From an optimization exercise on the open Yosys and OpenROAD flow, aimed at small area; shortcuts taken in it are not production practice.
Function was checked by simulation only, so behaviour that the tests miss may differ from the original.

== run Y ==
// instr_fetch_mem
module instr_fetch_mem (
  input  logic        clk,
  input  logic        rst,
  input  logic        req_valid,
  output logic        req_ready,
  input  logic [63:0] req_pc,
  output logic        rsp_valid,
  input  logic        rsp_ready,
  output logic [63:0] rsp_instr,
  output logic [63:0] rsp_pc,
  output logic [1:0]  rsp_fault,
  input  logic        load_en,
  input  logic [7:0]  load_addr,
  input  logic [7:0]  load_data
);
  logic        full_q;
  logic        p_q;
  logic [63:0] instr_q, pc_q;
  logic        oor_q;
  logic [7:0]  mem_q [256];
  logic [7:0]  mem_d [256];
  logic        cap, cap_n;
  logic        misaligned, out_of_range, ok;
  logic [31:0] sel;
  logic        we;
  logic [31:0] wrd, wrd_n;
  logic [7:0]  lane;
  logic [7:0]  wcol_n;
  logic [7:0]  lcol [8];
  logic [63:0] pc_d;
  logic        oor_d;
  logic [63:0] instr_d;
  assign req_ready    = !rst && !load_en && (!full_q || rsp_ready);
  assign misaligned   = |req_pc[2:0];
  assign out_of_range = |req_pc[63:8] | (&req_pc[7:3] & misaligned);
  assign ok           = !misaligned && !out_of_range;
  assign cap          = !full_q || rsp_ready;
  assign cap_n        = !cap;
  assign we     = !rst && load_en;
  assign wcol_n = ~(load_data ^ {8{p_q}});
  always_comb begin
    for (int w = 0; w < 32; w++) begin
      wrd[w]   = we && (load_addr[7:3] == w[4:0]);
      wrd_n[w] = !wrd[w];
    end
    for (int k = 0; k < 8; k++) begin
      lane[k] = (load_addr[2:0] == k[2:0]);
  ...
Settings: LEC_CHECK=0, CAP_MARGIN=10, CORE_MARGIN=2, CORE_UTILIZATION=40, SLEW_MARGIN=10, SYNTH_HIERARCHICAL=1, SYNTH_MINIMUM_KEEP_SIZE=0; clock period 8.0 ns.
standard.sh (not shown) runs the stock make flow with config.mk's settings and CLKGATE_MAP_FILE= SYNTH_SCRIPT=/design/flow/synth_recipe.tcl, a recipe that flattens the netlist after the stock synthesis.
==> flow/flow/run.sh <==
#!/bin/bash
# Layout flow: the standard ORFS flow (standard.sh, unchanged synthesis),
# with two settings passed to ORFS through its environment:
#  * port buffers use the smallest buffer, sky130_fd_sc_hd__buf_1, instead of
#    the resizer's default pick (every port still gets its buffer);
#  * the clock tree is built from clkbuf_8 buffers over clusters of at most
#    16 flops, without dummy loads (every register sees the same tree depth);
#  * after global routing, ORFS's power recovery (RECOVER_POWER) may downsize
#    any gate with positive slack, which also trims oversized gates.
# The full output of each step is in orfs/logs/...; make's output goes to
# flow_make.log.
set -euo pipefail
export BUFFER_PORTS_ARGS="-buffer_cell sky130_fd_sc_hd__buf_1"
export CTS_ARGS="-sink_clustering_enable -repair_clock_nets -dont_use_dummy_load -buf_list sky130_fd_sc_hd__clkbuf_8 -sink_clustering_size 16 -sink_clustering_max_diameter 60"
export RECOVER_POWER=100
bash standard.sh > flow_make.log 2>&1
Although run Y finished all stages, its layout failed final checks on max-capacitance violations, max-slew violations.
Relative to run Y, the following input files were edited for run G:
==> flow/flow/run.sh <==
#!/bin/bash
# Layout flow: the standard ORFS flow (standard.sh, unchanged synthesis),
# with two settings passed to ORFS through its environment:
#  * port buffers use the smallest buffer, sky130_fd_sc_hd__buf_1, instead of
#    the resizer's default pick (every port still gets its buffer);
#  * the clock tree is built from clkbuf_8 buffers over clusters of at most
#    16 flops, without dummy loads (every register sees the same tree depth).
# The full output of each step is in orfs/logs/...; make's output goes to
# flow_make.log.
set -euo pipefail
export BUFFER_PORTS_ARGS="-buffer_cell sky130_fd_sc_hd__buf_1"
export CTS_ARGS="-sink_clustering_enable -repair_clock_nets -dont_use_dummy_load -buf_list sky130_fd_sc_hd__clkbuf_8 -sink_clustering_size 16 -sink_clustering_max_diameter 60"
bash standard.sh > flow_make.log 2>&1
[summary]
Diff run Y and run G: least setup slack across all paths after layout lower in run Y
Run G finished every step from synthesis to the final layout, and the layout passed the timing, DRC and antenna checks.
On post-detailed-route wirelength per cell, run Y and run G are basically level.
Re wire length the detailed router placed on met1: run Y and run G aren't equal, and the higher value belongs to run G.

-- what the ideal ports hide --
How much do the figures lean on ideal ports? The routed layouts below were timed once more, with nothing changed but the port constraints.
Step 1: set_driving_cell puts a clkbuf_16 on clk and a buf_2 on each other input, an assumption about the parent block.
Step 2 moves the port delays by t, midway between the first and last clock arrival at a register: inputs arrive t later, outputs are due t later. That takes back most of the time a late clock gives input paths.
Slacks: ideal / step 1 / step 2; pairs: ideal / step 1.
run	t (ns)	slack for setup (ns)	slew at the worst register clock pin (ns)	worst slew at a driven data input, ns	cell pins on the clock port's net
run Y	0.992	2.016 / 2.065 / 1.073	0.11 / 0.11	0.16	1
run G	0.977	2.909 / 2.887 / 2.164	0.11 / 0.11	0.16	1
For run Y, which loses most, drivers alone change the setup slack by +0.049 ns; drivers and shift together by -0.943 ns.
